Context: an optimization exercise on an open-source flow, tuned for small area, a short achievable clock period and few clock cycles per item. The choices shown serve that exercise and are no tape-out recipe. Where RTL was checked, it was by simulation tests only, not by an equivalence proof against the original.

==> inputs of v36 <==
==> flow/design.v (excerpt) <==
module lstm_delta
(
    input  logic                     clk,
    input  logic                     xrst,
    input  logic                     in_valid,
    output logic                     in_ready,
    input  logic                     in_last,
    input  logic signed [15:0] i,
    input  logic signed [15:0] f,
    input  logic signed [15:0] o,
    input  logic signed [15:0] a,
    input  logic signed [15:0] tanh_c,
    input  logic signed [15:0] c_prev,
    input  logic signed [15:0] dh,
    input  logic signed [15:0] dc_next,
    output logic                     out_valid,
    input  logic                     out_ready,
    output logic                     out_last,
    output logic signed [15:0] di,
    output logic signed [15:0] df,
    output logic signed [15:0] do_,
    output logic signed [15:0] da,
    output logic signed [15:0] dc_prev
);
Settings: LEC_CHECK=0, ABC_AREA=1, ABC_CLOCK_PERIOD_IN_PS=3500, CAP_MARGIN=20, CORE_MARGIN=2, CORE_UTILIZATION=55, SLEW_MARGIN=20, SYNTH_HIERARCHICAL=1; clock period 12.0 ns.
standard.sh (not shown) runs the stock make flow with config.mk's settings and CLKGATE_MAP_FILE= SYNTH_SCRIPT=/design/flow/synth_recipe.tcl, a recipe that flattens the netlist after the stock synthesis.
==> flow/flow/run.sh <==
#!/bin/bash
# Standard ORFS layout (the standard.sh, standard synthesis unchanged) with two
# changes to how the layout is optimised:
#  - port buffers use buf_4 instead of the default delay-buffer choice;
#  - timing repair aims for extra setup margin, so the resizer works on the
#    register-to-register paths although the 12 ns constraint is met anyway.
# The SDC (clock period, I/O delays, load) is the standard flow's, unchanged.
set -euo pipefail
bash standard.sh \
  "BUFFER_PORTS_ARGS=-buffer_cell sky130_fd_sc_hd__buf_4" \
  SETUP_SLACK_MARGIN=8.3 \
  finish > standard_flow.log 2>&1
==> inputs of v31, as changes to v36 <==
--- a/flow/design.v
+++ b/flow/design.v
@@ -49,14 +49,15 @@
     output logic signed [15:0] di,
     output logic signed [15:0] df,
     output logic signed [15:0] do_,
     output logic signed [15:0] da,
     output logic signed [15:0] dc_prev
 );
     logic en;
+    logic held;
     logic v0, v1, v2, v3, v4, v5;
     logic [80:0] skid;
     logic [15:0] s0_i;
     logic [15:0] s0_f;
     logic [15:0] s0_o;
     logic [15:0] s0_a;
     logic [15:0] s0_tanh_c;
@@ -8850,20 +8851,20 @@
     wire c3da_ov = ~(&c3da_h[23:15] | ~(|c3da_h[23:15]));
     wire [15:0] c3da_v = c3da_ov ? (c3da_h[23] ? 16'h8000 : 16'h7fff) : c3da_h[15:0];
     wire [24:0] c3dp_s = {s5_dp_a, s5_dp_c} + {s5_dp_b, s5_dp_c};
     wire [23:0] c3dp_h = c3dp_s[24:1];
     wire c3dp_ov = ~(&c3dp_h[23:15] | ~(|c3dp_h[23:15]));
     wire [15:0] c3dp_v = c3dp_ov ? (c3dp_h[23] ? 16'h8000 : 16'h7fff) : c3dp_h[15:0];
     wire [80:0] res = {s5_last, c3di_v, c3df_v, s5_dov, c3da_v, c3dp_v};
-    assign en       = in_ready;
+    assign en       = ~held;
     always_ff @(posedge clk or negedge xrst) begin
         if (!xrst) begin
             v0 <= 1'b0; v1 <= 1'b0; v2 <= 1'b0; v3 <= 1'b0; v4 <= 1'b0; v5 <= 1'b0;
         end else if (en) begin
-            v0 <= in_valid; v1 <= v0; v2 <= v1; v3 <= v2; v4 <= v3; v5 <= v4;
+            v0 <= in_valid && in_ready; v1 <= v0; v2 <= v1; v3 <= v2; v4 <= v3; v5 <= v4;
         end
     end
     always_ff @(posedge clk) begin
         if (en) begin
             s0_i <= i;
             s0_f <= f;
             s0_o <= o;
@@ -8955,29 +8956,37 @@
             s5_dp_a <= dp_r0[31:8];
             s5_dp_b <= dp_r1[31:8];
             s5_dp_c <= dp_lo[8];
             s5_dov <= s4_dov;
             s5_last <= s4_last;
         end
     end
+    logic held_n;
+    always_comb begin
+        held_n = held;
+        if (held) begin
+            if (out_ready) held_n = 1'b0;
+        end else if (out_valid && !out_ready && v5) begin
+            held_n = 1'b1;
+        end
+    end
     always_ff @(posedge clk or negedge xrst) begin
         if (!xrst) begin
             out_valid <= 1'b0;
-            in_ready  <= 1'b1;
-        end else if (!in_ready) begin
-            if (out_ready) in_ready <= 1'b1;
-        end else if (!out_valid || out_ready) begin
-            out_valid <= v5;
-        end else if (v5) begin
-            in_ready <= 1'b0;
+            in_ready  <= 1'b0;
+            held      <= 1'b0;
+        end else begin
+            held     <= held_n;
+            in_ready <= ~held_n;
+            if (!held && (!out_valid || out_ready)) out_valid <= v5;
         end
     end
     always_ff @(posedge clk) begin
-        if (in_ready) skid <= res;
-        if (!in_ready) begin
+        if (!held) skid <= res;
+        if (held) begin
             if (out_ready) {out_last, di, df, do_, da, dc_prev} <= skid;
         end else if (!out_valid || out_ready) begin
             {out_last, di, df, do_, da, dc_prev} <= res;
         end
     end
 endmodule
 `default_nettype wire
- CORE_UTILIZATION: 55 -> 65
==> inputs of v30, as changes to v36 <==
--- a/flow/design.v
+++ b/flow/design.v
@@ -49,14 +49,15 @@
     output logic signed [15:0] di,
     output logic signed [15:0] df,
     output logic signed [15:0] do_,
     output logic signed [15:0] da,
     output logic signed [15:0] dc_prev
 );
     logic en;
+    logic held;
     logic v0, v1, v2, v3, v4, v5;
     logic [80:0] skid;
     logic [15:0] s0_i;
     logic [15:0] s0_f;
     logic [15:0] s0_o;
     logic [15:0] s0_a;
     logic [15:0] s0_tanh_c;
@@ -8850,20 +8851,20 @@
     wire c3da_ov = ~(&c3da_h[23:15] | ~(|c3da_h[23:15]));
     wire [15:0] c3da_v = c3da_ov ? (c3da_h[23] ? 16'h8000 : 16'h7fff) : c3da_h[15:0];
     wire [24:0] c3dp_s = {s5_dp_a, s5_dp_c} + {s5_dp_b, s5_dp_c};
     wire [23:0] c3dp_h = c3dp_s[24:1];
     wire c3dp_ov = ~(&c3dp_h[23:15] | ~(|c3dp_h[23:15]));
     wire [15:0] c3dp_v = c3dp_ov ? (c3dp_h[23] ? 16'h8000 : 16'h7fff) : c3dp_h[15:0];
     wire [80:0] res = {s5_last, c3di_v, c3df_v, s5_dov, c3da_v, c3dp_v};
-    assign en       = in_ready;
+    assign en       = ~held;
     always_ff @(posedge clk or negedge xrst) begin
         if (!xrst) begin
             v0 <= 1'b0; v1 <= 1'b0; v2 <= 1'b0; v3 <= 1'b0; v4 <= 1'b0; v5 <= 1'b0;
         end else if (en) begin
-            v0 <= in_valid; v1 <= v0; v2 <= v1; v3 <= v2; v4 <= v3; v5 <= v4;
+            v0 <= in_valid && in_ready; v1 <= v0; v2 <= v1; v3 <= v2; v4 <= v3; v5 <= v4;
         end
     end
     always_ff @(posedge clk) begin
         if (en) begin
             s0_i <= i;
             s0_f <= f;
             s0_o <= o;
@@ -8878,31 +8879,31 @@
             s1_m1_c <= m1_lo[8];
             s1_m2_a <= m2_r0[31:8];
             s1_m2_b <= m2_r1[31:8];
             s1_m2_c <= m2_lo[8];
             s1_n3_a <= n3_r0[23:8];
             s1_n3_b <= n3_r1[23:8];
             s1_n3_c <= n3_lo[8];
-            s1_n3_f <= (($signed(s0_tanh_c) >= 16'sd2897) || ($signed(s0_tanh_c) <= -16'sd2897));
+            s1_n3_f <= ((~s0_tanh_c[15] && (s0_tanh_c >= 16'd2897)) || (s0_tanh_c[15] && (s0_tanh_c <= 16'hf4af)));
             s1_n4_a <= n4_r0[23:8];
             s1_n4_b <= n4_r1[23:8];
             s1_n4_c <= n4_lo[8];
-            s1_n4_f <= (($signed(s0_a) >= 16'sd2897) || ($signed(s0_a) <= -16'sd2897));
+            s1_n4_f <= ((~s0_a[15] && (s0_a >= 16'd2897)) || (s0_a[15] && (s0_a <= 16'hf4af)));
             s1_gi_a <= gi_r0[23:8];
             s1_gi_b <= gi_r1[23:8];
             s1_gi_c <= gi_lo[8];
-            s1_gi_f <= (($signed(s0_i) >= 16'sd3028) || ($signed(s0_i) <= -16'sd2772));
+            s1_gi_f <= ((~s0_i[15] && (s0_i >= 16'd3028)) || (s0_i[15] && (s0_i <= 16'hf52c)));
             s1_gf_a <= gf_r0[23:8];
             s1_gf_b <= gf_r1[23:8];
             s1_gf_c <= gf_lo[8];
-            s1_gf_f <= (($signed(s0_f) >= 16'sd3028) || ($signed(s0_f) <= -16'sd2772));
+            s1_gf_f <= ((~s0_f[15] && (s0_f >= 16'd3028)) || (s0_f[15] && (s0_f <= 16'hf52c)));
             s1_go_a <= go_r0[23:8];
             s1_go_b <= go_r1[23:8];
             s1_go_c <= go_lo[8];
-            s1_go_f <= (($signed(s0_o) >= 16'sd3028) || ($signed(s0_o) <= -16'sd2772));
+            s1_go_f <= ((~s0_o[15] && (s0_o >= 16'd3028)) || (s0_o[15] && (s0_o <= 16'hf52c)));
             s1_i <= s0_i;
             s1_f <= s0_f;
             s1_a <= s0_a;
             s1_c_prev <= s0_c_prev;
             s1_dc_next <= s0_dc_next;
             s1_last <= s0_last;
             s2_m1 <= c1m1_v;
@@ -8955,29 +8956,37 @@
             s5_dp_a <= dp_r0[31:8];
             s5_dp_b <= dp_r1[31:8];
             s5_dp_c <= dp_lo[8];
             s5_dov <= s4_dov;
             s5_last <= s4_last;
         end
     end
+    logic held_n;
+    always_comb begin
+        held_n = held;
+        if (held) begin
+            if (out_ready) held_n = 1'b0;
+        end else if (out_valid && !out_ready && v5) begin
+            held_n = 1'b1;
+        end
+    end
     always_ff @(posedge clk or negedge xrst) begin
         if (!xrst) begin
             out_valid <= 1'b0;
-            in_ready  <= 1'b1;
-        end else if (!in_ready) begin
-            if (out_ready) in_ready <= 1'b1;
-        end else if (!out_valid || out_ready) begin
-            out_valid <= v5;
-        end else if (v5) begin
-            in_ready <= 1'b0;
+            in_ready  <= 1'b0;
+            held      <= 1'b0;
+        end else begin
+            held     <= held_n;
+            in_ready <= ~held_n;
+            if (!held && (!out_valid || out_ready)) out_valid <= v5;
         end
     end
     always_ff @(posedge clk) begin
-        if (in_ready) skid <= res;
-        if (!in_ready) begin
+        if (!held) skid <= res;
+        if (held) begin
             if (out_ready) {out_last, di, df, do_, da, dc_prev} <= skid;
         end else if (!out_valid || out_ready) begin
             {out_last, di, df, do_, da, dc_prev} <= res;
         end
     end
 endmodule
 `default_nettype wire
- CORE_UTILIZATION: 55 -> 65
- CTS_CLUSTER_DIAMETER: unset -> 100
- CTS_CLUSTER_SIZE: unset -> 22
- TNS_END_PERCENT: unset -> 0
==> run summary <==
item	v31	v36	v30
Outcome	finished clean	finished clean	finished clean
Met3 wire length	37700 µm	31100 µm	33700 µm
Cells after synthesis	13.4k	13.3k	13.2k
Post-Place Setup Slack	7.21 ns	7.08 ns	7.32 ns
Met2 Usage GRT	55.8%	48.8%	53.3%
Core ar.	0.204 mm²	0.241 mm²	0.202 mm²
Post-route clock period utilization	33.3%	34.6%	32.7%
Area share of xor/xnor cells in the synthesized design	11.3%	11.3%	11.4%
Count of multi-input gates	9934	9899	9778
Vias/cell	6.33	6.00	6.33
Achievable frequency	250 MHz	241 MHz	255 MHz
Arrival time worst endpoint	1.60 ns	1.75 ns	4.44 ns
Number of instances in the placed design	15.7k	16.1k	15.5k
Buffers, non-clock	741	781	410
Clock-pin slew reported for the worst setup and hold paths after clock tree synthesis	0.06 ns	0.07 ns	0.10 ns
Multiplexer fraction of the synthesized cell area	0.0741%	0.0894%	0.0671%
Yosys cell types	64	62	59
Initial antenna violation count	3	5	5
Avg Cell Area, Syn	9.96 µm²	9.98 µm²	10.1 µm²
Tap cells	2688	3185	2672
Largest stage delay on the critical path	0.56 ns	0.71 ns	0.67 ns
Met1 wire length	147000 µm	164000 µm	144000 µm
Testbench counts of v30, summed over its fixed seeds: cycles 8,056, items 8,000.
Only the layout flow was run in v36 and v31; the RTL was not checked for function there.

==> re-timing with driven ports <==
The flow's constraints put no driver on any port. The routed layouts listed below were extracted and timed again, unchanged, in two steps. Step 1 assumes that a clkbuf_16 drives the clock port and a buf_2 every other input. Step 2 moves the port delays by t, midway between the first and last clock arrival at a register: inputs arrive t later, outputs are due t later. That takes back most of the time a late clock gives input paths. a / b / c = no drivers / after step 1 / after step 2; a / b = the first two.
| run | shift t [ns] | slack for setup (ns) | clock arrival spread, ns | worst register clock-pin slew, ns | pins driven straight from the clock port |
|---|---|---|---|---|---|
| v36 | 0.917 | 7.850 / 7.751 / 7.708 | 0.051 / 0.051 | 0.07 / 0.07 | 1 |
| v31 | 0.935 | 8.004 / 7.912 / 7.685 | 0.051 / 0.052 | 0.07 / 0.07 | 1 |
| v30 | 0.858 | 8.081 / 8.059 / 7.756 | 0.046 / 0.046 | 0.10 / 0.10 | 1 |
After both steps every run listed still meets setup and hold. The setup slack of v30, which loses most, moves by -0.022 ns with the drivers and by -0.325 ns with both steps.
